Source: an optimization exercise on an open RTL-to-GDS flow (aim: small area and a short achievable clock period). Production flows keep margins and buffers that such runs may drop. Only simulation tests tie the RTL to the original design; equivalence was not proved. No activity file was given, so power comes from the tool's default toggle rates.

==> flow/design.v <==
package mips_processor_pkg;
  localparam logic [3:0] OP_NOP  = 4'h0;
  localparam logic [3:0] OP_LI   = 4'h1;
  localparam logic [3:0] OP_ADD  = 4'h2;
  localparam logic [3:0] OP_SUB  = 4'h3;
  localparam logic [3:0] OP_AND  = 4'h4;
  localparam logic [3:0] OP_OR   = 4'h5;
  localparam logic [3:0] OP_XOR  = 4'h6;
  localparam logic [3:0] OP_NOT  = 4'h7;
  localparam logic [3:0] OP_SLL  = 4'h8;
  localparam logic [3:0] OP_MOV  = 4'h9;
  localparam logic [3:0] OP_COMP = 4'hA;
  localparam int OP_LSB = 28;
  localparam int RD_LSB = 24;
  localparam int RS_LSB = 20;
  localparam int RT_LSB = 16;
  localparam int IMM_W  = 16;
  localparam int CW = 21;
endpackage
module mips_alu
#(
  parameter int W = 32
) (
  input  logic           op_as,     
  input  logic           op_sub,
  input  logic           op_and,
  input  logic           op_or,
  input  logic           op_xor,
  input  logic           op_sll,
  input  logic           op_comp,
  input  logic [W-1:0]   a,
  input  logic [W-1:0]   b,
  output logic [W-1:0]   result,
  output logic           carry,
  output logic           overflow,
  output logic           eq
);
  logic [W-1:0] bb;
  logic [W:0]   sum;
  always_comb begin
    bb       = op_sub ? ~b : b;
    sum      = {1'b0, a} + {1'b0, bb} + {{W{1'b0}}, op_sub};
    carry    = sum[W];
    overflow = (a[W-1] == bb[W-1]) && (sum[W-1] != a[W-1]);
    eq       = a == b;
    result   = ({W{op_as}}  & sum[W-1:0])
             | ({W{op_and}} & (a & b))
             | ({W{op_or}}  & (a | b))
             | ({W{op_xor}} & (a ^ b))
             | ({W{op_sll}} & (a << b[4:0]))
             | {{(W-1){1'b0}}, op_comp & eq};
  end
endmodule
import mips_processor_pkg::*;
module mips_processor
#(
  parameter int aBit = 6,
  parameter int nBit = 32
) (
  input  logic            clk,
  input  logic            rst,
  input  logic            request,
  input  logic [aBit-1:0] addr,
  input  logic [nBit-1:0] din,
  output logic [nBit-1:0] dout,
  output logic            acknowledge,
  output logic            carry,
  output logic            overflow,
  output logic            equal
);
  logic [CW-1:0]   imem [2**aBit];
  logic [nBit-1:0] regs [16];
  logic [15:0]     valid;
  logic [aBit-1:0] pc;
  logic            e_we, e_as, e_sub, e_and, e_or, e_xor, e_sll, e_comp;
  logic [3:0]      e_rd;
  logic [nBit-1:0] opa, opb;
  logic [nBit-1:0] res;
  logic            alu_c, alu_v, alu_eq;
  assign acknowledge = request;
  logic [CW-1:0] din_c;
  always_comb begin
    din_c        = '0;
    din_c[19:16] = din[RD_LSB +: 4];
    if (din[OP_LSB +: 4] == OP_LI) begin
      din_c[20]   = 1'b1;
      din_c[15:0] = din[15:0];
    end else begin
      din_c[15:12] = (din[OP_LSB +: 4] > OP_COMP) ? OP_NOP : din[OP_LSB +: 4];
      din_c[11:8]  = din[RS_LSB +: 4];
      din_c[4:0]   = (din[OP_LSB +: 4] == OP_SLL) ? din[4:0] : {1'b0, din[RT_LSB +: 4]};
    end
  end
  always_ff @(posedge clk)
    if (request) imem[addr] <= din_c;
  logic [CW-1:0] w;
  logic          f_li, f_as, f_sub, f_and, f_or, f_xor, f_sll, f_comp, f_mov, f_not, f_we;
  logic [3:0]    f_op, f_rs, f_rt;
  assign w      = imem[pc];
  assign f_li   = w[20];
  assign f_op   = w[15:12];
  assign f_rs   = w[11:8];
  assign f_rt   = w[3:0];
  assign f_as   = !f_li && (f_op == OP_ADD || f_op == OP_SUB);
  assign f_sub  = !f_li && f_op == OP_SUB;
  assign f_and  = !f_li && f_op == OP_AND;
  assign f_mov  = !f_li && f_op == OP_MOV;
  assign f_not  = !f_li && f_op == OP_NOT;
  assign f_or   = f_li || (f_op == OP_OR) || f_mov;
  assign f_xor  = !f_li && (f_op == OP_XOR || f_op == OP_NOT);
  assign f_sll  = !f_li && f_op == OP_SLL;
  assign f_comp = !f_li && f_op == OP_COMP;
  assign f_we   = f_li || f_op != OP_NOP;
  logic [nBit-1:0] ra, rb, na, nb;
  assign ra = (e_we && e_rd == f_rs) ? res : (valid[f_rs] ? regs[f_rs] : '0);
  assign rb = (e_we && e_rd == f_rt) ? res : (valid[f_rt] ? regs[f_rt] : '0);
  always_comb begin
    na = f_li ? '0 : ra;
    if (f_li || f_sll) nb = {{(nBit-IMM_W){w[IMM_W-1]}}, w[IMM_W-1:0]};
    else if (f_mov)    nb = '0;
    else if (f_not)    nb = '1;
    else               nb = rb;
  end
  mips_alu #(.W(nBit)) alu (
    .op_as(e_as), .op_sub(e_sub), .op_and(e_and), .op_or(e_or), .op_xor(e_xor),
    .op_sll(e_sll), .op_comp(e_comp), .a(opa), .b(opb),
    .result(res), .carry(alu_c), .overflow(alu_v), .eq(alu_eq)
  );
  always_ff @(posedge clk or posedge rst) begin
    if (rst) begin
      pc       <= aBit'(1);
      e_we     <= 1'b0;
      e_as     <= 1'b0;
      e_sub    <= 1'b0;
      e_and    <= 1'b0;
      e_or     <= 1'b0;
      e_xor    <= 1'b0;
      e_sll    <= 1'b0;
      e_comp   <= 1'b0;
      dout     <= '0;
      carry    <= 1'b0;
      overflow <= 1'b0;
      equal    <= 1'b0;
      valid    <= '0;
    end else if (!request) begin
      pc     <= pc + 1'b1;
      e_we   <= f_we;
      e_as   <= f_as;
      e_sub  <= f_sub;
      e_and  <= f_and;
      e_or   <= f_or;
      e_xor  <= f_xor;
      e_sll  <= f_sll;
      e_comp <= f_comp;
      if (e_we) begin
        valid[e_rd] <= 1'b1;
        dout        <= res;
      end
      if (e_as) begin
        carry    <= alu_c;
        overflow <= alu_v;
      end
      if (e_comp) equal <= alu_eq;
    end
  end
  always_ff @(posedge clk)
    if (!request) begin
      e_rd <= w[19:16];
      opa  <= na;
      opb  <= nb;
      if (e_we) regs[e_rd] <= res;
    end
endmodule
==> flow/run.sh <==
#!/bin/bash
# synth_recipe.tcl (not shown) runs the flow's synth.tcl, then flattens the netlist and writes it again
# the make line also repeats each setting of config.mk as NAME=value (left out here)
make -C /OpenROAD-flow-scripts/flow DESIGN_CONFIG=/design/flow/config.mk WORK_HOME=/design/flow/orfs CLKGATE_MAP_FILE= SYNTH_SCRIPT=/design/flow/synth_recipe.tcl finish
==> flow/config.mk <==
export PLATFORM = sky130hd
export DESIGN_NAME = mips_processor
export DESIGN_NICKNAME = mips_processor
export VERILOG_FILES = /design/flow/design.v
export SDC_FILE = /design/flow/constraint.sdc
export NUM_CORES = 4
export LEC_CHECK = 0
export CAP_MARGIN = 20
export CORE_MARGIN = 2
export CORE_UTILIZATION = 40
export SLEW_MARGIN = 20
==> flow/constraint.sdc <==
create_clock -name core_clock -period 8.5 [get_ports {clk}]
set_input_delay 1.7000 -clock core_clock [delete_from_list [all_inputs] [get_ports {clk}]]
set_output_delay 1.7000 -clock core_clock [all_outputs]
set_load 0.01 [all_outputs]
==> impl_metrics.ini, run 1 <==
[detailed_routing]
vias_per_cell = 6.10
drt_iter0_markers = 6707
vias = 54169
dr.pass1.iters = 8
wl_um = 268000
ant_nets = 0
drc = 0
wl_per_cell_um = 30.2

[timing]
period_needed_ps = 6360
slew_violations = 0
finalHoldViolations = 0
finalCritPeriodShare_pct = 74.9
setup_violations = 0
clock_skew_ps = 95.0
fin_tns_setup_ps = 0
rsz0062_at_grt = no
relSlewSlack_pct = 18.9
worst_pin_slew_ps = 1210
holdWs_ps = 475
fmax_mhz = 157

[layout]
finalCoreUtilization_pct = 45.2
area_delta_synth_final_pct = 12.6
fillers = 18799
fin_nets = 5990
stdcell_count = 8886
drive_gt1_share_pct = 17.9
design_area_um2 = 99200

[worst_setup_path]
r2r_setup_slack_ps = 2140
cp_max_fo = 52
r2r-start = pc[0]
crit_type = reg2reg
endpoint_kind = flip-flop
reg2reg_to = opb[28]
crit_path_frequent_cell = mux4_2
crit_chain = buf_12 -> buf_4 -> mux4_2 -> mux4_2 -> a22oi_1 -> nand2_1 -> or2_4 -> o21ai_4 -> nor2_2 -> nor2_1 -> a221o_1
r2r_cells = 11
critPathRequiredTime_ps = 9160
cpMaxStageDelayCell = dfstp_4
max_stage_delay_ps = 1240
startpoint_type = flip-flop
arrival_ps = 7020

[yosys]
ys_ff_latch = 1989
synth_cell_types = 94
synth.most_common_cell = edfxtp_1
synth_ff_type = edfxtp_1
ys_top_cells_by_count = edfxtp_1 (1924), nand2_1 (1000), mux4_2 (382)
ys_top_cells_by_area = edfxtp_1 (66%), mux4_2 (9.8%), nand2_1 (4.3%)
ys_seq_area_share_pct = 67.4
synthesis.nets = 5891
synth_area_um2 = 88100
synth_edf_count = 1924
synth_warnings = 2
synth_top_area_share_pct = 65.6
async_reset_ff_share_pct = 3.27
synth.avg_cell_area_um2 = 15.3
yosys.area.top_type = edfxtp_1
synthesis.instances = 5740

[floorplan]
die-area_um2 = 224000
core_area_um2 = 219000
rows = 172
die_h_um = 473
die_w_um = 473
initial_core_util_pct = 40.2
ios = 77

[global_routing]
busiest_layer = met2
grt_util_met2_pct = 38.6
grtUsageMet1_pct = 31.0
grt_pass1_vias = 52868
met3_usage_pct = 3.61
grt_pass1_wl_um = 381000
grtUsageTotal_pct = 23.5
antenna_found_initial = 9
grt_max_degree = 150
gr-total-overflow = 0

[run]
maxCapViolCount = 0

[power]
switchingPower_w = 0.0182
p_seq_share_pct = 30.6
combPwrFrac_pct = 48.4
power_density_nw_per_um2 = 422
internal-power_w = 0.0236
ir_drop_mv = 0.787
p_clk_share_pct = 21.1
static-leakage-power_nw = 32.2
switching_share_pct = 43.5

[min_path]
hp-class = reg2reg
hold_end = dout[23]
hp-start = dout[23]
holdPathStages = 2

[clocking]
path_clk_slew_ps = 60
clkSinkCount = 1989
cts-resized-gates = 0
clk-insertion-delay-late_ps = 870
root_buffer = clkbuf_16
post_cts_buffers = 0
cts_buffers = 200
hold_buffers = 0
clk_path_buf_depth = 3
h-tree-depth = 4
cts_tree = yes

[place]
numPortBuffers = 76
dp.cells = 8508
placed_cell_area_um2 = 92600
place_hpwl_um = 155000
gp_congestion = 0.896

[run_status]
status = complete, no violations
==> power by group through the flow <==
stage	Combinational, W	Clock (W)	Sequential, W
2_1_floorplan	0.0131	0	0.0125
3_3_place_gp	0.0196	0	0.0130
3_5_place_dp	0.0198	0	0.0130
4_1_cts	0.0199	0.00893	0.0128
5_1_grt	0.0213	0.00930	0.0128
6_report	0.0202	0.00882	0.0128
==> layer usage <==
layer	wire length (µm)	part of all wire (%)
met5	12	0.0045
met4	12700	4.7
met3	22000	8.2
met2	129000	48
met1	105000	39
==> cell type report <==
cell class | count | area [µm²] | share of cell area, %
Inverter | 122 | 460 | 0.464
Clock inverter | 129 | 1330 | 1.34
Tap cell | 2871 | 3590 | 3.62
Antenna cell | 3 | 7.51 | 0.00757
Clock buffer | 246 | 5260 | 5.30
Timing Repair Buffer | 264 | 2300 | 2.32
Sequential cell | 1989 | 59400 | 59.9
Multi-Input combinational cell | 3262 | 26800 | 27.0
==> worst max-delay path, delay by kind of cell, from the launching register on <==
kind / cells / cell delay (ps)
AND/OR/NAND/NOR: 4 / 1550
AO/OA/AOI/OAI: 3 / 1350
flip-flops: 1 / 1240
multiplexers: 2 / 1090
buffers and inverters: 2 / 830
==> registers in the layout (all words and copies together) (netlist names), 4 cells and up <==
signal / count
imem: 1344
regs: 512
dout: 32
opa: 32
opb: 32
valid: 16
pc: 6
e_rd: 4
==> worst max-delay path by stage <==
stage | from | end | slack [ps] | cells past startpoint
after floorplan | din[28] | imem[0][14] | 3230 | 5
after global placement | pc[0] | opb[9] | 2100 | 11
after detailed placement | pc[0] | opb[21] | 2200 | 11
after CTS | pc[0] | opb[28] | 2140 | 11
after global routing | pc[0] | opb[21] | 1940 | 11
final | pc[0] | opb[28] | 2140 | 11
==> placed cells by master (no fill, tap or decap), types with 17 or more instances in the layout <==
master / n
clkbuf_1: 39
a211o_1: 19
xor2_1: 43
a22oi_1: 26
o21ai_0: 154
nor4_1: 25
nand4_1: 21
o221ai_1: 37
mux2i_1: 214
clkdlybuf4s50_1: 72
a31oi_1: 43
and3_1: 45
dfrtp_1: 60
xnor2_1: 23
and2_1: 17
o211ai_1: 17
ha_1: 109
a21oi_1: 144
a32oi_1: 87
nand3_1: 259
clkinv_2: 45
inv_1: 111
clkbuf_16: 201
nor2_1: 79
nand2_1: 999
edfxtp_1: 1924
a21o_1: 24
mux4_2: 382
o32ai_2: 26
buf_4: 177
a211oi_1: 20
a21boi_0: 61
a32o_1: 17
nor3_1: 17
mux2_2: 22
nor2_2: 66
clkinv_1: 51
==> kinds of logic (layout without fill, tap and decap cells) <==
family / after synthesis / in the layout / synth area share [%]
multiplexers: 637 / 637 / 12.9
flip-flops: 1989 / 1989 / 67.4
AND/OR/NAND/NOR: 1632 / 1632 / 8.04
AO/OA/AOI/OAI: 817 / 817 / 6.77
adder cells (fa/ha/maj): 110 / 110 / 1.57
buffers and inverters: 489 / 761 / 2.61
XOR/XNOR: 66 / 66 / 0.656
other: 0 / 3 / 0
==> per-stage QoR <==
stage / worst slack, ps / total power [W]
2_1_floorplan: 3230 / 0.0257
3_3_place_gp: 2100 / 0.0326
3_5_place_dp: 2200 / 0.0328
4_1_cts: 2140 / 0.0416
5_1_grt: 1940 / 0.0434
6_report: 2140 / 0.0419
==> run 2: changes to the inputs <==
--- a/flow/design.v
+++ b/flow/design.v
@@ -71,7 +71,10 @@
   logic [CW-1:0]   imem [2**aBit];
   logic [nBit-1:0] regs [16];
   logic [15:0]     valid;
-  logic [aBit-1:0] pc;
+  logic [aBit-1:0] pc;       
+  logic [aBit-1:0] pcn;      
+  logic [CW-1:0]   pf;
+  logic            pf_v;
   logic            e_we, e_as, e_sub, e_and, e_or, e_xor, e_sll, e_comp;
   logic [3:0]      e_rd;
   logic [nBit-1:0] opa, opb;
@@ -93,14 +96,21 @@
   end
   always_ff @(posedge clk)
     if (request) imem[addr] <= din_c;
+  logic [CW-1:0] rdw;
+  always_comb begin
+    rdw = '0;
+    for (int i = 0; i < 2**aBit; i++)
+      rdw = rdw | ({CW{pcn == aBit'(i)}} & imem[i]);
+  end
+  always_ff @(posedge clk)
+    if (!request)         pf <= rdw;
+    else if (addr == pc)  pf <= din_c;
   logic [CW-1:0] w;
   logic          f_li, f_as, f_sub, f_and, f_or, f_xor, f_sll, f_comp, f_mov, f_not, f_we;
   logic [3:0]    f_op, f_rs, f_rt;
-  assign w      = imem[pc];
+  assign w      = pf_v ? pf : imem[1];
   assign f_li   = w[20];
   assign f_op   = w[15:12];
-  assign f_rs   = w[11:8];
-  assign f_rt   = w[3:0];
   assign f_as   = !f_li && (f_op == OP_ADD || f_op == OP_SUB);
   assign f_sub  = !f_li && f_op == OP_SUB;
   assign f_and  = !f_li && f_op == OP_AND;
@@ -111,9 +121,19 @@
   assign f_sll  = !f_li && f_op == OP_SLL;
   assign f_comp = !f_li && f_op == OP_COMP;
   assign f_we   = f_li || f_op != OP_NOP;
-  logic [nBit-1:0] ra, rb, na, nb;
-  assign ra = (e_we && e_rd == f_rs) ? res : (valid[f_rs] ? regs[f_rs] : '0);
-  assign rb = (e_we && e_rd == f_rt) ? res : (valid[f_rt] ? regs[f_rt] : '0);
+  assign f_rs   = pf[11:8];
+  assign f_rt   = pf[3:0];
+  logic [nBit-1:0] ga, gb, ra, rb, na, nb;
+  always_comb begin
+    ga = '0;
+    gb = '0;
+    for (int i = 0; i < 16; i++) begin
+      ga = ga | ({nBit{f_rs == 4'(i) && valid[i]}} & regs[i]);
+      gb = gb | ({nBit{f_rt == 4'(i) && valid[i]}} & regs[i]);
+    end
+  end
+  assign ra = (e_we && e_rd == f_rs) ? res : ga;
+  assign rb = (e_we && e_rd == f_rt) ? res : gb;
   always_comb begin
     na = f_li ? '0 : ra;
     if (f_li || f_sll) nb = {{(nBit-IMM_W){w[IMM_W-1]}}, w[IMM_W-1:0]};
@@ -129,6 +149,8 @@
   always_ff @(posedge clk or posedge rst) begin
     if (rst) begin
       pc       <= aBit'(1);
+      pcn      <= aBit'(2);
+      pf_v     <= 1'b0;
       e_we     <= 1'b0;
       e_as     <= 1'b0;
       e_sub    <= 1'b0;
@@ -143,7 +165,9 @@
       equal    <= 1'b0;
       valid    <= '0;
     end else if (!request) begin
-      pc     <= pc + 1'b1;
+      pc     <= pcn;
+      pcn    <= pcn + 1'b1;
+      pf_v   <= 1'b1;
       e_we   <= f_we;
       e_as   <= f_as;
       e_sub  <= f_sub;
--- a/flow/config.mk
+++ b/flow/config.mk
@@ -5,7 +5,9 @@
 export SDC_FILE = /design/flow/constraint.sdc
 export NUM_CORES = 4
 export LEC_CHECK = 0
+export ABC_CLOCK_PERIOD_IN_PS = 3500
 export CAP_MARGIN = 20
 export CORE_MARGIN = 2
 export CORE_UTILIZATION = 40
+export SETUP_SLACK_MARGIN = 4.5
 export SLEW_MARGIN = 20
==> run 2 against run 1 <==
Effect of this change: still clean; synthesized cell count is 2.4% lower; critical path depth stayed put; synthesized area is 5.8% lower; setup slack better by 2100 ps; wire length is 27% higher; core utilization is 1.2 points higher; register-to-register slack better by 2100 ps; hold slack better by 6.9 ps; design area is 3.4% lower; non-clock buffer count is 65 higher; critical endpoint is now pf[7]; largest power group is now sequential cells.
==> impl_metrics.ini, run 2 <==
[run_status]
status = complete, no violations

[power]
internal-power_w = 0.0203
p_clk_share_pct = 27.7
static-leakage-power_nw = 31.0
combPwrFrac_pct = 31.9
switching_share_pct = 36.8
power_density_nw_per_um2 = 335
ir_drop_mv = 0.205
switchingPower_w = 0.0118
p_seq_share_pct = 40.4

[place]
gp_congestion = 0.964
numPortBuffers = 76
placed_cell_area_um2 = 88800
place_hpwl_um = 202000

[worst_setup_path]
critPathRequiredTime_ps = 9100
cp_max_fo = 16
crit_path_frequent_cell = nand2_1
crit_type = reg2reg
crit_chain = inv_1 -> ha_1 -> nand2_1 -> nor2_2 -> buf_4 -> a22oi_1 -> nand2_1 -> a2111oi_1 -> nand2_1 -> a2111oi_1 -> a31oi_1
critPathTopFamily = compound AO/OA/AOI/OAI gates
cpMaxStageDelayCell = a2111oi_1
arrival_ps = 4900
path_buf_inv = 2
startpoint_type = flip-flop
endpoint_kind = flip-flop
max_stage_delay_ps = 710

[timing]
fin_tns_setup_ps = 0
relSlewSlack_pct = 14.1
clock_skew_ps = 80.8
rsz0062_at_grt = yes
holdWs_ps = 482
slew_violations = 0
fmax_mhz = 233
finalCritPeriodShare_pct = 50.6
setup_violations = 0
period_needed_ps = 4300
worst_pin_slew_ps = 1280
finalHoldViolations = 0

[detailed_routing]
wl_um = 341000
wl_per_cell_um = 39.4
vias = 58861
drt_iter0_markers = 11219
ant_nets = 0
vias_per_cell = 6.81
dr.pass1.iters = 6
drc = 0

[layout]
drive_gt1_share_pct = 14.9
fin_nets = 5917
largest_register_ffs = 1344
top_register = imem
reg.largest.list = imem: 1344 flops, regs: 512 flops
area_delta_synth_final_pct = 15.5
design_area_um2 = 95900
layout_commonest_cell = edfxtp_1
mostFrequentLayoutCells = edfxtp_1 (1945), a22oi_1 (1068), nand2_1 (499)

[clocking]
h-tree-depth = 4
path_clk_slew_ps = 60
cts_buffers = 196
clk_path_buf_depth = 3
clkSinkCount = 2017
root_buffer = clkbuf_16
hold_buffers = 0
cts_tree = yes
clk-insertion-delay-late_ps = 890

[global_routing]
grtUsageMet1_pct = 40.0
grt_pass1_wl_um = 458000
busiest_layer = met2
met3_usage_pct = 9.32
grtUsageTotal_pct = 31.5
grt_max_degree = 66
antenna_found_initial = 10
grt_pass1_vias = 54462
gr-total-overflow = 0
grt_util_met2_pct = 48.1

[min_path]
hp-class = reg2reg

[yosys]
ys_seq_area_share_pct = 72.6
synth_edf_count = 1945
synth_warnings = 2
synth.most_common_cell = edfxtp_1
synth_top_area_share_pct = 70.4
yosys.area.top_type = edfxtp_1
synthesis.instances = 5605
synth_ff_type = edfxtp_1
async_reset_ff_share_pct = 3.57
synth_area_um2 = 83000
ys_top_cells_by_area = edfxtp_1 (70%), a22oi_1 (9.7%), nand2_1 (2.3%)
synth.avg_cell_area_um2 = 14.8
ys_top_cells_by_count = edfxtp_1 (1945), a22oi_1 (1069), nand2_1 (502)
ys_ff_latch = 2017
synthesis.nets = 5751
synth_cell_types = 80

[floorplan]
initial_core_util_pct = 40.2
core_area_um2 = 207000
die_h_um = 459
ios = 77
die_w_um = 459
rows = 167
die-area_um2 = 211000

[run]
maxCapViolCount = 0
run 2: timing repair:
action                                  in CTS  in global routing
pin swaps                                    0                  5
gates resized for setup                     41                 21
buffers inserted                             6                  9
cloned                                       3                  1
endpoints found under the setup margin     438                278
run 2: final timing paths:
kind / start / end / slack [ps] / depth (start not counted)
setup / recovery: pcn[1] / pf[7] / 4200 / 11
hold / removal: dout[5] / dout[5] / 480 / 2
setup reg to reg: pcn[1] / pf[7] / 4200 / 11
hold reg to reg: dout[5] / dout[5] / 480 / 2
max in group asynchronous: rst / e_sub / 6230 / 3
min in group asynchronous: rst / pc[2] / 1110 / 2
run 2: metal layers:
| metal | up-vias | share of wire, % |
|---|---|---|
| met3 | 1078 | 14 |
| met2 | 5408 | 44 |
| met5 | - | 0.045 |
| met1 | 29479 | 34 |
| met4 | 6 | 7.1 |
| li1 | 22890 | - |
run 2: layout make-up:
class	instances	area, µm²
fillers	17657	111000
flip-flops and latches	2017	60200
multi-input cells	3114	22200
clock buffers	246	5190
well taps	2704	3380
repair buffers	329	3060
clock inverters	116	1340
inverters	112	443
diodes	9	22.5
repair inverters	1	5.00
run 2: logic make-up (layout without fill, tap and decap cells):
| group | Yosys count | in the layout | synth area share (%) |
|---|---|---|---|
| other cells | 0 | 9 | 0 |
| fa+ha+maj | 105 | 105 | 1.59 |
| flops | 2017 | 2017 | 72.6 |
| simple gates | 1189 | 1190 | 6.65 |
| compound gates | 1619 | 1619 | 14.2 |
| mux | 131 | 131 | 2.02 |
| xor+xnor | 69 | 69 | 0.728 |
| buf+inv | 475 | 804 | 2.24 |
run 2: per-stage QoR:
stage	utilization [%]	setup WS, ps	cells	power [W]
6_report	46.4	4200	8648	0.0321
2_1_floorplan	-	4010	5605	0.0180
4_1_cts	46.3	4450	8626	0.0316
3_5_place_dp	43.0	3430	8255	0.0227
3_3_place_gp	42.8	3390	8239	0.0227
5_1_grt	46.4	4390	8641	0.0329
run 2: worst register-to-register path, cell delays in order, from the launching register on:
cell and delay [ps]:
dfstp_2 570, inv_1 80, ha_1 210, nand2_1 480, nor2_2 270, buf_4 350, a22oi_1 250, nand2_1 130
a2111oi_1 620, nand2_1 140, a2111oi_1 710, a31oi_1 190
run 2: power by group through the flow:
stage               Combinational (W)  Clock, W  Sequential [W]
floorplan                     0.00525         0          0.0128
global placement              0.00951         0          0.0132
detailed placement            0.00960         0          0.0132
CTS                           0.00975   0.00889          0.0129
global route                   0.0106   0.00927          0.0130
finish                         0.0103   0.00890          0.0130
==> run 3: changes to the inputs <==
--- a/flow/design.v
+++ b/flow/design.v
@@ -77,6 +77,7 @@
   logic            pf_v;
   logic            e_we, e_as, e_sub, e_and, e_or, e_xor, e_sll, e_comp;
   logic [3:0]      e_rd;
+  logic [15:0]     e_wen;    
   logic [nBit-1:0] opa, opb;
   logic [nBit-1:0] res;
   logic            alu_c, alu_v, alu_eq;
@@ -159,6 +160,7 @@
       e_xor    <= 1'b0;
       e_sll    <= 1'b0;
       e_comp   <= 1'b0;
+      e_wen    <= '0;
       dout     <= '0;
       carry    <= 1'b0;
       overflow <= 1'b0;
@@ -176,10 +178,9 @@
       e_xor  <= f_xor;
       e_sll  <= f_sll;
       e_comp <= f_comp;
-      if (e_we) begin
-        valid[e_rd] <= 1'b1;
-        dout        <= res;
-      end
+      for (int i = 0; i < 16; i++) e_wen[i] <= f_we && w[19:16] == 4'(i);
+      valid  <= valid | e_wen;
+      if (e_we) dout <= res;
       if (e_as) begin
         carry    <= alu_c;
         overflow <= alu_v;
@@ -192,6 +193,8 @@
       e_rd <= w[19:16];
       opa  <= na;
       opb  <= nb;
-      if (e_we) regs[e_rd] <= res;
-    end
+    end
+  always_ff @(posedge clk)
+    for (int i = 0; i < 16; i++)
+      if (!request && e_wen[i]) regs[i] <= res;
 endmodule
==> run 3 against run 2 <==
Effect of this change: highest routed layer unchanged; still clean; largest power group unchanged; first-iteration DRC count grew 5.0%; critical path type unchanged; synthesized cell count shrank 3.9%; power grew 0.83%; register-to-register slack better by 180 ps; clock power increased by 2.4%; via count about the same; design area rose by 0.23%; combinational power barely moved; setup slack gained 180 ps; flip-flop and latch count grew 16; final cell count is 2.3% lower; clock skew down 8.3 ps.
==> impl_metrics.ini, run 3 <==
[worst_setup_path]
max_stage_delay_ps = 680
endpoint_kind = flip-flop
cp_max_fo = 19
crit_type = reg2reg
critPathRequiredTime_ps = 9090
crit_chain = inv_1 -> ha_1 -> nand2_1 -> nor2_2 -> buf_4 -> a22o_1 -> a221oi_1 -> nand4_1 -> nor4_1 -> a2bb2oi_1
startpoint_type = flip-flop
arrival_ps = 4700
r2r_cells = 10
cpMaxStageDelayCell = nor4_1

[yosys]
muxShareOfSynthArea_pct = 1.65
synthesis.instances = 5388
yosys.area.top_type = edfxtp_1
ys_top_cells_by_count = edfxtp_1 (1945), a22oi_1 (510), a221oi_1 (337)
ys_ff_latch = 2033
ys_seq_area_share_pct = 73.1
synth_cell_types = 84
synth_top_family_by_area = compound AO/OA/AOI/OAI gates
synth_xor_xnor_area_share_pct = 0.697
synth-simple-area-share_pct = 5.89
synth_edf_count = 1945
synth_area_um2 = 82900
synth_ff_type = edfxtp_1
synth.most_common_cell = edfxtp_1
async_reset_ff_share_pct = 4.33
synth_top_area_share_pct = 70.4
synth_compound_area_share_pct = 14.9
synth_warnings = 3
synthesis.nets = 5530
ys_top_cells_by_area = edfxtp_1 (70%), a22oi_1 (4.6%), a221oi_1 (3.6%)
synthAdderAreaFrac_pct = 1.53
synth.avg_cell_area_um2 = 15.4

[floorplan]
rows = 167
die-area_um2 = 211000
die_w_um = 459
die_h_um = 459
ios = 77
initial_core_util_pct = 40.1
core_area_um2 = 207000

[detailed_routing]
vias_per_cell = 6.97
wl_met2_um = 147000
wirelength_met1_um = 118000
ant_nets = 0
vias = 58880
wl_um = 340000
wl_per_cell_um = 40.2
drc = 0
wl_met3_um = 49900
dr.pass1.iters = 7
highest_layer = met5
drt_iter0_markers = 11778

[timing]
finalCritPeriodShare_pct = 48.4
slew_violations = 0
rsz0062_at_grt = yes
fin_tns_setup_ps = 0
finalHoldViolations = 0
period_needed_ps = 4120
relSlewSlack_pct = 16.9
fmax_mhz = 243
holdWs_ps = 473
worst_slack_ps = 4380
worst_pin_slew_ps = 1240
clock_skew_ps = 72.5
setup_violations = 0

[run]
maxCapViolCount = 0

[layout]
fin_nets = 5707
layout_commonest_cell = edfxtp_1
fillers = 17550
largest_register_ffs = 1344
area_delta_synth_final_pct = 15.9
drive_gt1_share_pct = 15.9
top_register = imem
seqCellArea_um2 = 60600
multi_input_area_um2 = 21700
reg.largest.list = imem: 1344 flops, regs: 512 flops
mostFrequentLayoutCells = edfxtp_1 (1945), a22oi_1 (510), a22o_1 (331)

[clocking]
clk_path_buf_depth = 3
path_clk_slew_ps = 60
hold_buffers = 0
h-tree-depth = 4
root_buffer = clkbuf_16
cts_tree = yes
clk-insertion-delay-late_ps = 890
cts_buffers = 204
clkSinkCount = 2033

[place]
place_hpwl_um = 200000
numPortBuffers = 76
gp_congestion = 0.932
post-place-ws_ps = 3590

[run_status]
status = complete, no violations

[power]
power_density_nw_per_um2 = 337
static-leakage-power_nw = 30.5
ir_drop_mv = 0.257

[global_routing]
grt_max_degree = 66
grt_pass1_wl_um = 458000
gr-total-overflow = 0
antenna_found_initial = 18
grt_pass1_vias = 54771
grtUsageTotal_pct = 31.5

[min_path]
holdPathStages = 2
hp-class = reg2reg
-- run 3: changes by cell type after synthesis, sizes merged, moves of 27 or more --
cell    before  now
a221oi      51  338
nand4      109  150
nand3       65  133
a22o        45  331
nor3        52   84
nor4        81   29
nand2      502  224
a22oi     1069  510
a21oi      120  147
-- run 3: timing repair --
item / CTS / global route
gates cloned: 2 / 1
resized for setup: 40 / 30
endpoints found under the setup margin: 314 / 272
endpoints found under the hold margin: 0 / 0
pin swaps: 3 / 7
buffers inserted: 16 / 11
-- run 3: layout make-up --
type,instances,area share [%]
Sequential cell,2033,63.1
Multi-Input combinational cell,2872,22.6
Clock buffer,262,5.65
Tap cell,2704,3.52
Timing Repair Buffer,340,3.31
Clock inverter,115,1.35
Inverter,114,0.462
Antenna cell,8,0.0208
-- run 3: critical path, delay by kind of cell (launching register included) --
family | cells | cell delay [ps]
fa+ha+maj | 1 | 240
flops | 1 | 560
buf+inv | 2 | 390
compound gates | 3 | 960
simple gates | 4 | 1630
-- run 3: logic make-up (layout without fill, tap and decap cells) --
| logic type | after synthesis | after routing |
|---|---|---|
| adders and majority gates | 101 | 101 |
| AOI/OAI and AO/OA | 1612 | 1612 |
| other | 0 | 8 |
| xor gates and xnor gates | 66 | 66 |
| DFF | 2033 | 2033 |
| muxes | 96 | 96 |
| and+or+nand+nor | 996 | 997 |
| buffers and inverters | 484 | 831 |
-- run 3: layer usage --
layer  vias to the layer above  track usage (%)
met3                      1260             8.85
met2                      5722             46.7
li1                      22513                -
met1                     29361             40.9
met5                         -            0.321
met4                        24             19.4
-- run 3: final timing paths --
path / startpoint / end / slack (ps)
worst max-delay path: pcn[1] / pf[4] / 4380
worst min-delay path: dout[1] / dout[1] / 470
worst max register to register: pcn[1] / pf[4] / 4380
worst min register to register: dout[1] / dout[1] / 470
max in group asynchronous: rst / e_sub / 5980
min in group asynchronous: rst / dout[3] / 1220
-- run 3: where the power goes --
| part | leakage, nW | switching, W | internal, W | total, W |
|---|---|---|---|---|
| clock | 3.26 | 0.00404 | 0.00507 | 0.00911 |
| sequential | 17.8 | 0.000677 | 0.0124 | 0.0131 |
| combinational | 9.38 | 0.00709 | 0.00311 | 0.0102 |
| total | 30.5 | 0.0118 | 0.0206 | 0.0324 |
-- run 3: through the flow --
stage | total power, W | instances | util [%] | cell area [µm²]
6_report | 0.0324 | 8448 | 46.5 | 96100
3_3_place_gp | 0.0226 | 8014 | 42.7 | 88200
3_5_place_dp | 0.0227 | 8029 | 42.9 | 88600
4_1_cts | 0.0318 | 8424 | 46.3 | 95700
5_1_grt | 0.0331 | 8441 | 46.5 | 96100
2_1_floorplan | 0.0182 | 5388 | - | 83000
==> run 4: changes to the inputs <==
--- a/flow/design.v
+++ b/flow/design.v
@@ -35,13 +35,11 @@
   output logic           overflow,
   output logic           eq
 );
-  logic [W-1:0] bb;
   logic [W:0]   sum;
   always_comb begin
-    bb       = op_sub ? ~b : b;
-    sum      = {1'b0, a} + {1'b0, bb} + {{W{1'b0}}, op_sub};
+    sum      = {1'b0, a} + {1'b0, b} + {{W{1'b0}}, op_sub};
     carry    = sum[W];
-    overflow = (a[W-1] == bb[W-1]) && (sum[W-1] != a[W-1]);
+    overflow = (a[W-1] == b[W-1]) && (sum[W-1] != a[W-1]);
     eq       = a == b;
     result   = ({W{op_as}}  & sum[W-1:0])
              | ({W{op_and}} & (a & b))
@@ -140,7 +138,7 @@
     if (f_li || f_sll) nb = {{(nBit-IMM_W){w[IMM_W-1]}}, w[IMM_W-1:0]};
     else if (f_mov)    nb = '0;
     else if (f_not)    nb = '1;
-    else               nb = rb;
+    else               nb = f_sub ? ~rb : rb;    
   end
   mips_alu #(.W(nBit)) alu (
     .op_as(e_as), .op_sub(e_sub), .op_and(e_and), .op_or(e_or), .op_xor(e_xor),
--- a/flow/config.mk
+++ b/flow/config.mk
@@ -9,5 +9,6 @@
 export CAP_MARGIN = 20
 export CORE_MARGIN = 2
 export CORE_UTILIZATION = 40
+export CTS_BUF_LIST = sky130_fd_sc_hd__clkbuf_4 sky130_fd_sc_hd__clkbuf_8
 export SETUP_SLACK_MARGIN = 4.5
 export SLEW_MARGIN = 20
==> run 4 against run 3 <==
Effect of this change: sequential power hardly changed; clock power fell by 4.2%; fmax up 0.80%; register-to-register slack improved by 30 ps; largest power group unchanged; via count grew 1.2%.
==> impl_metrics.ini, run 4 <==
[run_status]
status = complete, no violations

[min_path]
hold_end = overflow
hp-class = reg2reg
holdPathStages = 2
hp-start = overflow

[global_routing]
grt_pass1_wl_um = 467000
grt_max_degree = 71
grtUsageTotal_pct = 32.1
grt_pass1_vias = 55485
antenna_found_initial = 12
gr-total-overflow = 0

[floorplan]
die_h_um = 460
initial_core_util_pct = 40.2
core_area_um2 = 207000
die-area_um2 = 211000
rows = 167
ios = 77
die_w_um = 460

[worst_setup_path]
r2r_cells = 10
endpoint_kind = flip-flop
arrival_ps = 4880
cp_max_fo = 21
r2r_setup_slack_ps = 4420
critPathRequiredTime_ps = 9300
r2r-start = pcn[1]
crit_type = reg2reg
startpoint_type = flip-flop
reg2reg_to = pf[12]

[yosys]
ys_top_cells_by_count = edfxtp_1 (1945), a22oi_1 (650), clkbuf_1 (308)
synth_xor_xnor_area_share_pct = 0.485
synth_ff_type = edfxtp_1
synth_compound_area_share_pct = 14.9
synth_edf_count = 1945
async_reset_ff_share_pct = 4.33
ys_seq_area_share_pct = 73.0
ys_top_cells_by_area = edfxtp_1 (70%), a22oi_1 (5.9%), a22o_1 (2.8%)
synth_top_family_by_area = compound AO/OA/AOI/OAI gates
synth-simple-area-share_pct = 6.12
yosys.area.top_type = edfxtp_1
muxShareOfSynthArea_pct = 2.18
synth_area_um2 = 83000
synth.most_common_cell = edfxtp_1
ys_ff_latch = 2033
synthesis.nets = 5552
synth_top_area_share_pct = 70.4
synth_cell_types = 86
synthesis.instances = 5440
synth_warnings = 3
synthAdderAreaFrac_pct = 1.09
synth.avg_cell_area_um2 = 15.3

[power]
static-leakage-power_nw = 30.8
ir_drop_mv = 0.193
power_density_nw_per_um2 = 334

[detailed_routing]
ant_nets = 0
vias_per_cell = 6.85
drt_iter0_markers = 11792
wirelength_met1_um = 120000
wl_met2_um = 154000
wl_met3_um = 49900
wl_per_cell_um = 39.9
drc = 0
wl_um = 347000
vias = 59579
dr.pass1.iters = 14
highest_layer = met5

[clocking]
clk_path_buf_depth = 4
cts_buffers = 343
path_clk_slew_ps = 60
root_buffer = clkbuf_8
h-tree-depth = 5
clk-insertion-delay-late_ps = 1090
cts_tree = yes
clkSinkCount = 2033
hold_buffers = 0

[layout]
seqCellArea_um2 = 60600
largest_register_ffs = 1344
reg.largest.list = imem: 1344 flops, regs: 512 flops
mostFrequentLayoutCells = edfxtp_1 (1945), a22oi_1 (650), clkbuf_8 (356)
area_delta_synth_final_pct = 15.4
drive_gt1_share_pct = 18.4
top_register = imem
fillers = 17873
layout_commonest_cell = edfxtp_1
multi_input_area_um2 = 21800
finalCoreUtilization_pct = 46.4
design_area_um2 = 95800
fin_nets = 5854

[timing]
finalHoldViolations = 0
slew_violations = 0
fmax_mhz = 245
clock_skew_ps = 104
fin_tns_setup_ps = 0
rsz0062_at_grt = yes
relSlewSlack_pct = 17.9
worst_pin_slew_ps = 1230
period_needed_ps = 4080
setup_violations = 0
finalCritPeriodShare_pct = 48.0

[place]
numPortBuffers = 76
place_hpwl_um = 203000
placed_cell_area_um2 = 88800
gp_congestion = 0.939

[run]
maxCapViolCount = 0
[run 4: cell count changes after synthesis, moves of 13 or more]
| cell | before | now |
|---|---|---|
| a221oi_1 | 337 | 256 |
| nand2_1 | 224 | 301 |
| mux2_2 | 28 | 46 |
| mux2i_1 | 38 | 57 |
| nand4_1 | 150 | 122 |
| xor2_1 | 46 | 16 |
| a21oi_1 | 144 | 131 |
| ha_1 | 100 | 69 |
| nor4_1 | 28 | 52 |
| a22o_1 | 331 | 264 |
| a22oi_1 | 510 | 650 |
[run 4: cell type report]
cell class                      instances  share of cell area [%]
Clock inverter                        151                    1.06
Inverter                              103                   0.425
Timing Repair Buffer                  330                    3.09
Timing Repair inverter                  2                  0.0104
Antenna cell                            5                  0.0131
Tap cell                             2704                    3.53
Clock buffer                          447                    5.83
Multi-Input combinational cell       2929                    22.8
Sequential cell                      2033                    63.3
[run 4: timing repair]
action / CTS / global route
hold endpoints to repair: 0 / 0
setup buffers: 4 / 11
pin swaps: 0 / 3
gates resized for setup: 17 / 23
endpoints found under the setup margin: 403 / 227
gates cloned: 2 / 0
[run 4: cell families after synthesis]
logic type               count (synthesis)
flip-flops                            2033
adder cells (fa/ha/maj)                 71
multiplexers                           135
buffers and inverters                  478
XOR/XNOR                                46
AND/OR/NAND/NOR                       1061
AO/OA/AOI/OAI                         1616
[run 4: critical path, cell delays in order, from the launching register on]
cell       delay, ps
dfstp_2          580
inv_1             90
ha_1             230
nand3_1          320
nor2_2            50
buf_4            280
a22o_1           280
a221oi_1         480
nand3_1          490
nor3_1           800
a2bb2oi_1        150
[run 4: where the power goes]
group	internal [W]	leakage (nW)	switching, W
clock network	0.00469	3.49	0.00404
registers	0.0124	17.8	0.000639
logic	0.00308	9.46	0.00717
[run 4: how the worst max path moves through the flow]
stage	startpoint	to	slack (ps)	cells past startpoint
floorplan	request	imem[54][0]	4450	6
global placement	din[30]	pf[8]	3350	8
detailed placement	din[30]	pf[8]	3380	8
CTS	opb[0]	opb[24]	4480	12
global route	opb[2]	regs[3][16]	4500	11
finish	pcn[1]	pf[12]	4420	10
[run 4: per-layer routing]
layer / vias to the layer above / track usage [%]
met5: - / 0
met4: 12 / 17.5
met3: 1132 / 9.24
met2: 5536 / 48.8
met1: 29974 / 41.5
li1: 22925 / -
[run 4: per-stage QoR]
step                std cells  power (W)  hold WS, ps  setup slack (ps)
detailed placement       8079     0.0229          463              3380
floorplan                5440     0.0183          446              4450
finish                   8704     0.0320          477              4420
CTS                      8683     0.0315          477              4480
global route             8702     0.0328          496              4500
global placement         8065     0.0228          462              3350
==> run 5: changes to the inputs <==
--- a/flow/design.v
+++ b/flow/design.v
@@ -70,7 +70,7 @@
   logic [nBit-1:0] regs [16];
   logic [15:0]     valid;
   logic [aBit-1:0] pc;       
-  logic [aBit-1:0] pcn;      
+  logic [7:0]      fl, fh;
   logic [CW-1:0]   pf;
   logic            pf_v;
   logic            e_we, e_as, e_sub, e_and, e_or, e_xor, e_sll, e_comp;
@@ -96,10 +96,15 @@
   always_ff @(posedge clk)
     if (request) imem[addr] <= din_c;
   logic [CW-1:0] rdw;
+  logic [CW-1:0] grp [8];
   always_comb begin
     rdw = '0;
-    for (int i = 0; i < 2**aBit; i++)
-      rdw = rdw | ({CW{pcn == aBit'(i)}} & imem[i]);
+    for (int j = 0; j < 8; j++) begin
+      grp[j] = '0;
+      for (int k = 0; k < 8; k++)
+        grp[j] = grp[j] | ({CW{fl[k]}} & imem[8*j+k]);
+      rdw = rdw | ({CW{fh[j]}} & grp[j]);
+    end
   end
   always_ff @(posedge clk)
     if (!request)         pf <= rdw;
@@ -148,7 +153,8 @@
   always_ff @(posedge clk or posedge rst) begin
     if (rst) begin
       pc       <= aBit'(1);
-      pcn      <= aBit'(2);
+      fl       <= 8'b0000_0100;
+      fh       <= 8'b0000_0001;
       pf_v     <= 1'b0;
       e_we     <= 1'b0;
       e_as     <= 1'b0;
@@ -165,8 +171,9 @@
       equal    <= 1'b0;
       valid    <= '0;
     end else if (!request) begin
-      pc     <= pcn;
-      pcn    <= pcn + 1'b1;
+      pc     <= pc + 1'b1;
+      fl     <= {fl[6:0], fl[7]};
+      if (fl[7]) fh <= {fh[6:0], fh[7]};
       pf_v   <= 1'b1;
       e_we   <= f_we;
       e_as   <= f_as;
==> run 5 against run 4 <==
Effect of this change: combinational power is 72% lower; core utilization fell by 0.43 points; setup slack got worse by 61 ps; synthesized area is 1.6% higher; synthesized cell count rose by 3.9%; clock skew increased by 9.7 ps; power is 28% lower; hold slack improved by 2.0 ps; fmax fell by 1.5%; final cell count rose by 3.2%; die area increased by 1.5%; count of clock-buffer cells in the layout is 17 higher; critical path type unchanged; critical endpoint is now opb[2]; largest cell class unchanged; largest power group unchanged.
==> impl_metrics.ini, run 5 <==
[detailed_routing]
vias_per_cell = 6.43
dr.pass1.iters = 9
vias = 57754
wl_um = 292000
wl_per_cell_um = 32.5
drc = 0
ant_nets = 0
drt_iter0_markers = 9386

[yosys]
yosys.area.top_type = edfxtp_1
async_reset_ff_share_pct = 4.80
synth_ff_type = edfxtp_1
synth_top_area_share_pct = 69.3
synth_cell_types = 94
synth_edf_count = 1945
ys_top_cells_by_count = edfxtp_1 (1945), a22oi_1 (1187), nand2_1 (385)
synthesis.instances = 5653
synth.most_common_cell = edfxtp_1
ys_top_cells_by_area = edfxtp_1 (69%), a22oi_1 (11%), dfrtp_1 (2.8%)
synth.avg_cell_area_um2 = 14.9
ys_seq_area_share_pct = 72.2
ys_ff_latch = 2043
synth_area_um2 = 84300
synth_warnings = 4
synthesis.nets = 5762

[floorplan]
rows = 168
initial_core_util_pct = 40.2
ios = 77
die_w_um = 463
die-area_um2 = 214000
die_h_um = 463
core_area_um2 = 210000

[layout]
top_register = imem
multi_input_area_um2 = 22100
reg.largest.list = imem: 1344 flops, regs: 512 flops
mostFrequentLayoutCells = edfxtp_1 (1945), a22oi_1 (1187), nand2_1 (381)
seqCellArea_um2 = 60900
area_delta_synth_final_pct = 14.2
fillers = 18371
fin_nets = 6033
drive_gt1_share_pct = 17.4
design_area_um2 = 96200
layout_commonest_cell = edfxtp_1
largest_register_ffs = 1344

[worst_setup_path]
critical_path.startpoint = pf[2]
critPathRequiredTime_ps = 9290
endpoint_kind = flip-flop
crit_chain = buf_12 -> and4b_1 -> and2_1 -> buf_4 -> a22oi_1 -> nand2_1 -> nor4_1 -> a21oi_1 -> mux2i_1 -> o22ai_1
cpMaxStageDelayCell = nor4_1
critPathTopFamily = simple AND/OR/NAND/NOR gates
startpoint_type = flip-flop
path_buf_inv = 2
cp_max_fo = 19
arrival_ps = 4940
r2r-start = pf[2]
crit_type = reg2reg
max_stage_delay_ps = 900

[clocking]
cts_buffers = 343
clk-insertion-delay-late_ps = 1090
h-tree-depth = 5
clkSinkCount = 2043
root_buffer = clkbuf_8
cts_tree = yes
clk_path_buf_depth = 4
path_clk_slew_ps = 70

[timing]
relSlewSlack_pct = 22.3
rsz0062_at_grt = no
fin_tns_setup_ps = 0
slew_violations = 0
finalHoldViolations = 0
fmax_mhz = 241
worst_pin_slew_ps = 1160
period_needed_ps = 4140
finalCritPeriodShare_pct = 48.8
clock_skew_ps = 113
setup_violations = 0

[place]
gp_congestion = 0.978
numPortBuffers = 76
placed_cell_area_um2 = 89200
place_hpwl_um = 165000

[global_routing]
antenna_found_initial = 5
grtUsageTotal_pct = 26.3
grt_pass1_vias = 54938
grt_pass1_wl_um = 410000
gr-total-overflow = 0
grt_max_degree = 103

[min_path]
hp-start = dout[24]
hp-class = reg2reg

[power]
static-leakage-power_nw = 31.2
power_density_nw_per_um2 = 241
ir_drop_mv = 0.225

[run_status]
status = complete, no violations

[run]
maxCapViolCount = 0
run 5: routing by layer:
layer	vias up	track usage, %	part of all wire (%)
met5	-	0	0
met4	0	13.5	5.7
met3	823	5.75	12
met2	4260	40.0	45
met1	29055	35.6	38
li1	23616	-	-
run 5: through the flow:
step	power, W	setup WS [ps]	hold WS (ps)	cells	util, %
finish	0.0232	4360	479	8983	45.9
global route	0.0238	4510	503	8982	45.9
CTS	0.0231	4510	481	8953	45.8
detailed placement	0.0147	3230	468	8352	42.6
global placement	0.0147	3390	462	8352	42.6
floorplan	0.0134	4500	465	5653	-
run 5: tightest hold or removal path, delay by kind of cell, from the launching register on:
kind | cells | cell delay (ps)
and+or+nand+nor | 1 | 50
DFF | 1 | 340
AOI/OAI and AO/OA | 1 | 60
run 5: logic make-up (layout without fill, tap and decap cells):
family                     after synthesis  in the layout  synth area share, %
AOI/OAI and AO/OA                     1700           1700                 14.9
xor gates and xnor gates                30             30                0.312
adders and majority gates               68             68                 1.03
buffers and inverters                  505           1022                 2.34
DFF                                   2043           2043                 72.2
muxes                                  159            159                 2.39
other                                    0              8                    0
and+or+nand+nor                       1148           1148                 6.88
run 5: final timing paths:
path	endpoint	slack, ps	cells past startpoint
min in group asynchronous	dout[17]	1210	3
min	dout[24]	480	2
max in group asynchronous	fl[3]	5730	4
min reg2reg	dout[24]	480	2
max reg2reg	opb[2]	4360	10
max	opb[2]	4360	10
run 5: final cells by class:
type,count,area share (%)
flip-flops and latches,2043,63.3
inverters,105,0.439
repair buffers,324,2.94
repair inverters,2,0.0130
multi-input cells,3105,23.0
clock inverters,127,0.792
diodes,8,0.0208
well taps,2805,3.65
clock buffers,464,5.91
run 5: timing repair:
item / in CTS / in global routing
pin swaps: 0 / 6
hold buffers: 0 / 0
gates resized for setup: 34 / 22
buffers inserted: 9 / 19
setup endpoints to repair: 351 / 142
gates cloned: 1 / 3
run 5: where the power goes:
part | leakage, nW | switching (W) | internal (W)
sequential | 18.0 | 0.000283 | 0.0115
clock | 3.42 | 0.00393 | 0.00453
combinational | 9.78 | 0.00200 | 0.000915
total | 31.2 | 0.00621 | 0.0170
==> run 6: changes to the inputs <==
--- a/flow/config.mk
+++ b/flow/config.mk
@@ -9,6 +9,5 @@
 export CAP_MARGIN = 20
 export CORE_MARGIN = 2
 export CORE_UTILIZATION = 40
-export CTS_BUF_LIST = sky130_fd_sc_hd__clkbuf_4 sky130_fd_sc_hd__clkbuf_8
-export SETUP_SLACK_MARGIN = 4.5
+export SETUP_SLACK_MARGIN = 5.0
 export SLEW_MARGIN = 20
==> run 6 against run 5 <==
Effect of this change: still clean on timing, DRC and antenna; non-clock buffer count increased by 72; sequential share of layout area decreased by 1.3 points; register-to-register slack improved by 520 ps; combinational power increased by 11%; critical endpoint is now opa[3]; largest cell class unchanged; largest power group unchanged.
==> impl_metrics.ini, run 6 <==
[detailed_routing]
ant_nets = 0
drc = 0
vias = 57531
drt_iter0_markers = 9481
vias_per_cell = 6.50
dr.pass1.iters = 9
wl_um = 295000
wl_per_cell_um = 33.3

[timing]
relSlewSlack_pct = 24.2
setup_violations = 0
clock_skew_ps = 81.6
rsz0062_at_grt = yes
fin_tns_setup_ps = 0
worst_slack_ps = 4880
finalCritPeriodShare_pct = 42.6
finalHoldViolations = 0
worst_pin_slew_ps = 1130
fmax_mhz = 276
period_needed_ps = 3620
slew_violations = 0

[clocking]
path_clk_slew_ps = 60
root_buffer = clkbuf_16
hold_buffers = 0
clk-insertion-delay-late_ps = 860
cts_buffers = 200
clkSinkCount = 2043
cts_tree = yes
clk_path_buf_depth = 3
h-tree-depth = 4

[min_path]
hold_end = dout[3]
hp-start = dout[3]
holdPathStages = 2
hp-class = reg2reg

[power]
static-leakage-power_nw = 31.7
power_density_nw_per_um2 = 242
ir_drop_mv = 0.197

[run]
maxCapViolCount = 0

[yosys]
synth_top_area_share_pct = 69.3
synth_area_um2 = 84300
synthesis.instances = 5653
ys_ff_latch = 2043
ys_seq_area_share_pct = 72.2
synth.most_common_cell = edfxtp_1
synthesis.nets = 5762
yosys.area.top_type = edfxtp_1
synth_warnings = 4
synth_ff_type = edfxtp_1
synth_edf_count = 1945
synth.avg_cell_area_um2 = 14.9
async_reset_ff_share_pct = 4.80
ys_top_cells_by_count = edfxtp_1 (1945), a22oi_1 (1187), nand2_1 (385)
ys_top_cells_by_area = edfxtp_1 (69%), a22oi_1 (11%), dfrtp_1 (2.8%)
synth_cell_types = 94

[floorplan]
die-area_um2 = 214000
die_w_um = 463
rows = 168
ios = 77
die_h_um = 463
initial_core_util_pct = 40.2
core_area_um2 = 210000

[layout]
stdcell_count = 8854
fin_nets = 5982
largest_register_ffs = 1344
reg.largest.list = imem: 1344 flops, regs: 512 flops
drive_gt1_share_pct = 17.2
area_delta_synth_final_pct = 16.5
mostFrequentLayoutCells = edfxtp_1 (1945), a22oi_1 (1183), nand2_1 (377)
top_register = imem
layout_commonest_cell = edfxtp_1

[global_routing]
grt_max_degree = 100
grt_pass1_wl_um = 412000
grtUsageTotal_pct = 26.6
antenna_found_initial = 9
grt_pass1_vias = 54323
gr-total-overflow = 0

[place]
place_hpwl_um = 163000
gp_congestion = 0.965
dp.cells = 8331
numPortBuffers = 76
post-place-ws_ps = 3220

[run_status]
status = complete, no violations

[worst_setup_path]
endpoint_kind = flip-flop
crit_type = reg2reg
arrival_ps = 4090
cp_max_fo = 24
r2r_setup_slack_ps = 4880
reg2reg_to = opa[3]
r2r_cells = 7
startpoint_type = flip-flop
r2r-start = pf[8]
critPathRequiredTime_ps = 8960
run 6: stage by stage:
stage | total power, W | instance area, µm² | util [%] | hold WS, ps
2_1_floorplan | 0.0134 | 84600 | - | 465
3_3_place_gp | 0.0147 | 89100 | 42.5 | 463
3_5_place_dp | 0.0147 | 89100 | 42.5 | 461
4_1_cts | 0.0236 | 97400 | 46.5 | 479
5_1_grt | 0.0244 | 98200 | 46.9 | 489
6_report | 0.0238 | 98200 | 46.9 | 476
run 6: critical path, cell delays in order (launching register included):
cell and delay (ps):
edfxtp_1 560, and2_1 280, and3_2 370, buf_4 390, a22oi_1 260, nand2_1 90
nor4_1 960, a211oi_1 310
run 6: worst max path at each step:
stage / from / end / depth (start not counted)
finish: pf[8] / opa[3] / 7
global route: pf[1] / opb[12] / 11
CTS: addr[0] / imem[5][2] / 4
detailed placement: opb[3] / regs[9][27] / 10
global placement: addr[0] / imem[5][12] / 4
floorplan: request / regs[0][0] / 3
run 6: final cells by class:
cell class                 count  area (µm²)
antenna                        7        17.5
clock buffer                 263        5420
clock inverter               108        1060
fill                       18035      111000
inverter                     105         444
multi-input combinational   3125       23200
sequential                  2043       60900
tap                         2805        3510
timing repair buffer         396        3650
timing repair inverter         2        15.0
run 6: routing by layer:
layer	up-vias	wire [µm]	GRT usage (%)	part of all wire, %
met5	-	34	0	0.012
met4	4	15300	12.7	5.2
met3	720	34000	5.93	12
met2	4151	133000	40.2	45
met1	29142	113000	36.3	38
li1	23514	-	-	-
run 6: timing repair:
item,CTS,global route
gates resized for setup,198,105
hold endpoints to repair,0,0
cloned,26,4
pin swaps,47,33
setup endpoints to repair,1489,1122
setup buffers,84,31
run 6: power breakdown:
part	switching [W]	internal (W)	total, W
logic	0.00214	0.00109	0.00323
clock network	0.00386	0.00493	0.00879
registers	0.000266	0.0115	0.0118
run 6: cells by family after synthesis:
kind of cell / count (synthesis) / synth area share [%]
AO/OA/AOI/OAI: 1700 / 14.9
XOR/XNOR: 30 / 0.312
adder cells (fa/ha/maj): 68 / 1.03
buffers and inverters: 505 / 2.34
flip-flops: 2043 / 72.2
multiplexers: 159 / 2.39
AND/OR/NAND/NOR: 1148 / 6.88
==> run 7: changes to the inputs <==
--- a/flow/config.mk
+++ b/flow/config.mk
@@ -9,5 +9,7 @@
 export CAP_MARGIN = 20
 export CORE_MARGIN = 2
 export CORE_UTILIZATION = 40
-export SETUP_SLACK_MARGIN = 5.0
+export CTS_CLUSTER_DIAMETER = 100
+export CTS_CLUSTER_SIZE = 22
+export SETUP_SLACK_MARGIN = 4.5
 export SLEW_MARGIN = 20
==> run 7 against run 6 <==
Effect of this change: non-clock buffer count down 74; still clean; global-route usage down 0.70 points; core utilization down 2.6 points.
==> impl_metrics.ini, run 7 <==
[run_status]
status = complete, no violations

[detailed_routing]
drc = 0
wirelength_met1_um = 112000
ant_nets = 0
dr.pass1.iters = 8
wl_met3_um = 30100
vias_per_cell = 6.54
wl_met2_um = 129000
drt_iter0_markers = 9152
vias = 55953
wl_per_cell_um = 33.6
wl_um = 288000
highest_layer = met5

[timing]
finalHoldViolations = 0
period_needed_ps = 4130
slew_violations = 0
relSlewSlack_pct = 20.0
clock_skew_ps = 79.0
fmax_mhz = 242
fin_tns_setup_ps = 0
finalCritPeriodShare_pct = 48.6
worst_pin_slew_ps = 1190
rsz0062_at_grt = yes
worst_slack_ps = 4370
setup_violations = 0

[global_routing]
gr-total-overflow = 0
antenna_found_initial = 7
grt_pass1_vias = 52752
grt_pass1_wl_um = 402000
grt_max_degree = 103
grtUsageTotal_pct = 25.9

[clocking]
root_buffer = clkbuf_16
path_clk_slew_ps = 90
h-tree-depth = 3
cts_buffers = 105
clk-insertion-delay-late_ps = 800
hold_buffers = 0
cts_tree = yes
clkSinkCount = 2043
clk_path_buf_depth = 3

[yosys]
ys_seq_area_share_pct = 72.2
async_reset_ff_share_pct = 4.80
synth_cell_types = 94
synth_area_um2 = 84300
ys_ff_latch = 2043
synthesis.instances = 5653
synth.avg_cell_area_um2 = 14.9
synthesis.nets = 5762
synth_warnings = 4
synth_edf_count = 1945
synth_ff_type = edfxtp_1
synth.most_common_cell = edfxtp_1
ys_top_cells_by_count = edfxtp_1 (1945), a22oi_1 (1187), nand2_1 (385)
yosys.area.top_type = edfxtp_1
synth_top_area_share_pct = 69.3
ys_top_cells_by_area = edfxtp_1 (69%), a22oi_1 (11%), dfrtp_1 (2.8%)

[place]
numPortBuffers = 76
place_hpwl_um = 165000
gp_congestion = 0.978
post-place-ws_ps = 3230

[worst_setup_path]
cpMaxStageDelayCell = clkdlybuf4s50_1
arrival_ps = 4630
cp_max_fo = 11
endpoint_kind = flip-flop
crit_chain = clkdlybuf4s50_1 -> nand3_1 -> nor2_2 -> buf_4
critPathRequiredTime_ps = 9000
max_stage_delay_ps = 850
crit_type = in2reg
startpoint_type = input port

[layout]
finalCoreUtilization_pct = 44.3
layout_commonest_cell = edfxtp_1
drive_gt1_share_pct = 11.6
largest_register_ffs = 1344
reg.largest.list = imem: 1344 flops, regs: 512 flops
fin_nets = 5793
fillers = 18540
top_register = imem
area_delta_synth_final_pct = 10.1
mostFrequentLayoutCells = edfxtp_1 (1945), a22oi_1 (1187), nand2_1 (381)

[power]
ir_drop_mv = 0.193
switching_share_pct = 27.2
p_clk_share_pct = 27.5
p_seq_share_pct = 58.1
switchingPower_w = 0.00550
power_density_nw_per_um2 = 218
internal-power_w = 0.0148
combPwrFrac_pct = 14.3
static-leakage-power_nw = 29.2

[floorplan]
die_w_um = 463
initial_core_util_pct = 40.2
ios = 77
die-area_um2 = 214000
rows = 168
core_area_um2 = 210000
die_h_um = 463

[min_path]
hp-class = reg2reg

[run]
maxCapViolCount = 0
-- run 7: per-layer routing --
metal / vias up / track usage (%)
li1: 22952 / -
met1: 28526 / 35.6
met2: 3773 / 39.4
met3: 692 / 4.80
met4: 10 / 12.9
met5: - / 0
-- run 7: stage by stage --
step	hold WS, ps	cell area (µm²)	power, W	instances
after floorplan	465	84300	0.0134	5653
after global placement	462	89200	0.0147	8352
after detailed placement	468	89200	0.0147	8352
after CTS	490	92500	0.0201	8538
after global routing	511	92800	0.0208	8558
final	485	92800	0.0203	8558
-- run 7: final timing paths --
| check | from | to | slack (ps) | cells after the start |
|---|---|---|---|---|
| max in group asynchronous | rst | fl[1] | 5530 | 4 |
| worst max register to register | pf[2] | opb[1] | 4460 | 10 |
| worst max-delay path | addr[0] | imem[3][18] | 4370 | 4 |
| worst min-delay path | dout[24] | dout[24] | 490 | 2 |
| min in group asynchronous | rst | dout[18] | 1460 | 3 |
| worst min register to register | dout[24] | dout[24] | 490 | 2 |
-- run 7: worst max-delay path: cells and delay by family --
| kind | cells | cell delay (ps) |
|---|---|---|
| simple gates | 2 | 1700 |
| buf+inv | 2 | 1200 |
-- run 7: kinds of logic after synthesis --
group	count (synthesis)	share of synthesized area [%]
muxes	159	2.39
AOI/OAI and AO/OA	1700	14.9
and+or+nand+nor	1148	6.88
adders and majority gates	68	1.03
DFF	2043	72.2
xor gates and xnor gates	30	0.312
buffers and inverters	505	2.34
-- run 7: layout make-up --
cell class	count	area (µm²)	share of cell area, %
antenna	2	5.00	0.00539
clock buffer	162	2840	3.06
clock inverter	12	196	0.212
inverter	105	419	0.451
multi-input combinational	3106	22100	23.8
sequential	2043	60900	65.6
tap	2805	3510	3.78
timing repair buffer	322	2840	3.06
timing repair inverter	1	5.00	0.00539
-- run 7: repair_timing --
| item | in CTS | in global routing |
|---|---|---|
| buffers inserted | 11 | 15 |
| gates cloned | 1 | 3 |
| endpoints found under the hold margin | 0 | 0 |
| resized for setup | 34 | 28 |
| setup endpoints to repair | 407 | 448 |
| pin swaps | 1 | 8 |
-- run 7: power by group through the flow --
stage / registers, W / clock network (W) / logic [W]
2_1_floorplan: 0.0119 / 0 / 0.00152
3_3_place_gp: 0.0120 / 0 / 0.00268
3_5_place_dp: 0.0120 / 0 / 0.00270
4_1_cts: 0.0118 / 0.00562 / 0.00276
5_1_grt: 0.0118 / 0.00595 / 0.00304
6_report: 0.0118 / 0.00558 / 0.00290
==> run 8: changes to the inputs <==
--- a/flow/config.mk
+++ b/flow/config.mk
@@ -11,5 +11,5 @@
 export CORE_UTILIZATION = 40
 export CTS_CLUSTER_DIAMETER = 100
 export CTS_CLUSTER_SIZE = 22
-export SETUP_SLACK_MARGIN = 4.5
+export SETUP_SLACK_MARGIN = 5.0
 export SLEW_MARGIN = 20
==> run 8 against run 7 <==
Effect of this change: global-route usage is 0.40 points higher; die area did not move; highest routed layer unchanged; synthesized cell count unchanged; core utilization up 1.0 points; clock power about the same; power increased by 1.8%; critical endpoint is now acknowledge; via count grew 1.4%; register-to-register slack gained 490 ps; fmax rose by 14%; hold slack worse by 2.4 ps.
==> impl_metrics.ini, run 8 <==
[yosys]
yosys.area.top_type = edfxtp_1
ys_ff_latch = 2043
synth_edf_count = 1945
synth_area_um2 = 84300
ys_top_cells_by_area = edfxtp_1 (69%), a22oi_1 (11%), dfrtp_1 (2.8%)
synth_cell_types = 94
synth_top_area_share_pct = 69.3
synth_warnings = 4
synth.most_common_cell = edfxtp_1
synth.avg_cell_area_um2 = 14.9
synth_ff_type = edfxtp_1
async_reset_ff_share_pct = 4.80
ys_top_cells_by_count = edfxtp_1 (1945), a22oi_1 (1187), nand2_1 (385)
synthesis.instances = 5653
ys_seq_area_share_pct = 72.2
synthesis.nets = 5762

[clocking]
h-tree-depth = 3
cts_buffers = 103
clk_path_buf_depth = 3
clkSinkCount = 2043
clk-insertion-delay-late_ps = 840
path_clk_slew_ps = 90
root_buffer = clkbuf_16
cts_tree = yes

[timing]
fmax_mhz = 277
slew_violations = 0
relSlewSlack_pct = 26.4
setup_violations = 0
worst_pin_slew_ps = 1100
clock_skew_ps = 79.3
rsz0062_at_grt = yes
finalHoldViolations = 0
fin_tns_setup_ps = 0
holdWs_ps = 483
period_needed_ps = 3610
finalCritPeriodShare_pct = 42.5

[detailed_routing]
wl_met2_um = 131000
highest_layer = met5
wl_um = 292000
drc = 0
vias = 56753
wl_per_cell_um = 33.7
vias_per_cell = 6.54
drt_iter0_markers = 9492
wl_met3_um = 32100
ant_nets = 0
dr.pass1.iters = 7
wirelength_met1_um = 113000

[worst_setup_path]
cpMaxStageDelayCell = buf_6
cp_max_fo = 2
critPathRequiredTime_ps = 6800
crit_type = in2out
endpoint_kind = primary output
path_buf_inv = 2
startpoint_type = input port
max_stage_delay_ps = 110
arrival_ps = 1910
crit_chain = buf_16 -> buf_6
critPathTopFamily = buffers and inverters

[layout]
drive_gt1_share_pct = 15.1
reg.largest.list = imem: 1344 flops, regs: 512 flops
mostFrequentLayoutCells = edfxtp_1 (1945), a22oi_1 (1179), nand2_1 (376)
layout_commonest_cell = edfxtp_1
fin_nets = 5898
top_register = imem
area_delta_synth_final_pct = 12.7
largest_register_ffs = 1344

[global_routing]
grtUsageTotal_pct = 26.3
grt_pass1_wl_um = 407000
grt_pass1_vias = 53129
gr-total-overflow = 0
grt_max_degree = 100
antenna_found_initial = 10

[floorplan]
core_area_um2 = 210000
die-area_um2 = 214000
initial_core_util_pct = 40.2
rows = 168
ios = 77
die_h_um = 463
die_w_um = 463

[min_path]
hp-class = reg2reg

[run_status]
status = complete, no violations

[power]
ir_drop_mv = 0.185
static-leakage-power_nw = 30.0
power_density_nw_per_um2 = 217

[place]
numPortBuffers = 76
place_hpwl_um = 163000
gp_congestion = 0.965

[run]
maxCapViolCount = 0
-- run 8: metrics by stage --
step	util, %	instances	setup WS, ps	total power [W]	instance area, µm²
floorplan	-	5653	4500	0.0134	84600
global placement	42.5	8331	3320	0.0147	89100
detailed placement	42.5	8331	3220	0.0147	89100
CTS	44.8	8610	4670	0.0204	93900
global route	45.3	8672	4890	0.0211	95000
finish	45.3	8680	4890	0.0206	95000
-- run 8: layout make-up --
cell class	count	area, µm²
flip-flops and latches	2043	60900
multi-input cells	3127	23300
repair inverters	4	30.0
clock inverters	11	235
diodes	10	25.0
fillers	18281	115000
clock buffers	170	2830
inverters	105	447
well taps	2805	3510
repair buffers	405	3740
-- run 8: per-layer routing --
metal / track usage, % / up-vias
met2: 40.2 / 3940
met5: 0 / -
met3: 4.98 / 757
li1: - / 23224
met1: 36.3 / 28828
met4: 12.3 / 4
-- run 8: power breakdown --
group	internal, W	switching [W]	leakage, nW
clock network	0.00238	0.00322	1.45
registers	0.0115	0.000261	18.0
logic	0.00111	0.00216	10.6
-- run 8: logic make-up after synthesis --
family	after synthesis	synth area share [%]
adder cells (fa/ha/maj)	68	1.03
flip-flops	2043	72.2
buffers and inverters	505	2.34
AND/OR/NAND/NOR	1148	6.88
multiplexers	159	2.39
AO/OA/AOI/OAI	1700	14.9
XOR/XNOR	30	0.312
-- run 8: path summary, 6_finish.rpt --
check	end	cells past startpoint	start	slack, ps
max reg2reg	pf[10]	6	fl[7]	4950
min reg2reg	dout[3]	2	dout[3]	480
max in group asynchronous	fl[7]	4	rst	5480
max	acknowledge	2	request	4890
min	dout[3]	2	dout[3]	480
min in group asynchronous	dout[27]	3	rst	1420
-- run 8: what timing repair did --
action,4_1_cts,5_1_grt
gates cloned,29,3
buffers inserted,69,57
hold buffers,0,0
endpoints found under the hold margin,0,0
pin swaps,43,45
gates resized for setup,192,129
setup endpoints to repair,1491,1464

[re-timing with driven ports]
No port has a modelled driver above. Below, the same layouts with a new extraction and two added sets of constraints.
Step 1: set_driving_cell puts a clkbuf_16 on clk and a buf_2 on each other input, an assumption about the parent block.
Step 2 also shifts input and output timing later by t, the mid clock arrival at the registers, as if the neighbouring blocks saw the same clock.
Slacks: no drivers / after step 1 / after step 2; pairs: no drivers / after step 1.
run | t (ns) | slack for setup (ns) | latest minus earliest clock arrival (ns) | cell pins on the clock port's net
run 1 | 0.912 | 2.137 / 2.137 / 2.137 | 0.099 / 0.099 | 1
run 2 | 0.944 | 4.199 / 4.199 / 3.445 | 0.087 / 0.087 | 1
run 3 | 0.955 | 4.383 / 4.383 / 3.540 | 0.077 / 0.078 | 1
run 4 | 1.127 | 4.416 / 4.416 / 3.417 | 0.113 / 0.113 | 1
run 5 | 1.119 | 4.355 / 4.355 / 3.421 | 0.113 / 0.113 | 1
run 6 | 0.906 | 4.877 / 4.828 / 4.012 | 0.084 / 0.085 | 1
run 7 | 0.855 | 4.373 / 4.380 / 3.526 | 0.079 / 0.079 | 1
run 8 | 0.892 | 4.890 / 4.829 / 4.073 | 0.080 / 0.080 | 1
After both steps setup and hold are still met in every run listed. For run 4, which loses most, drivers alone change the setup slack by 0.000 ns; drivers and shift together by -0.999 ns.
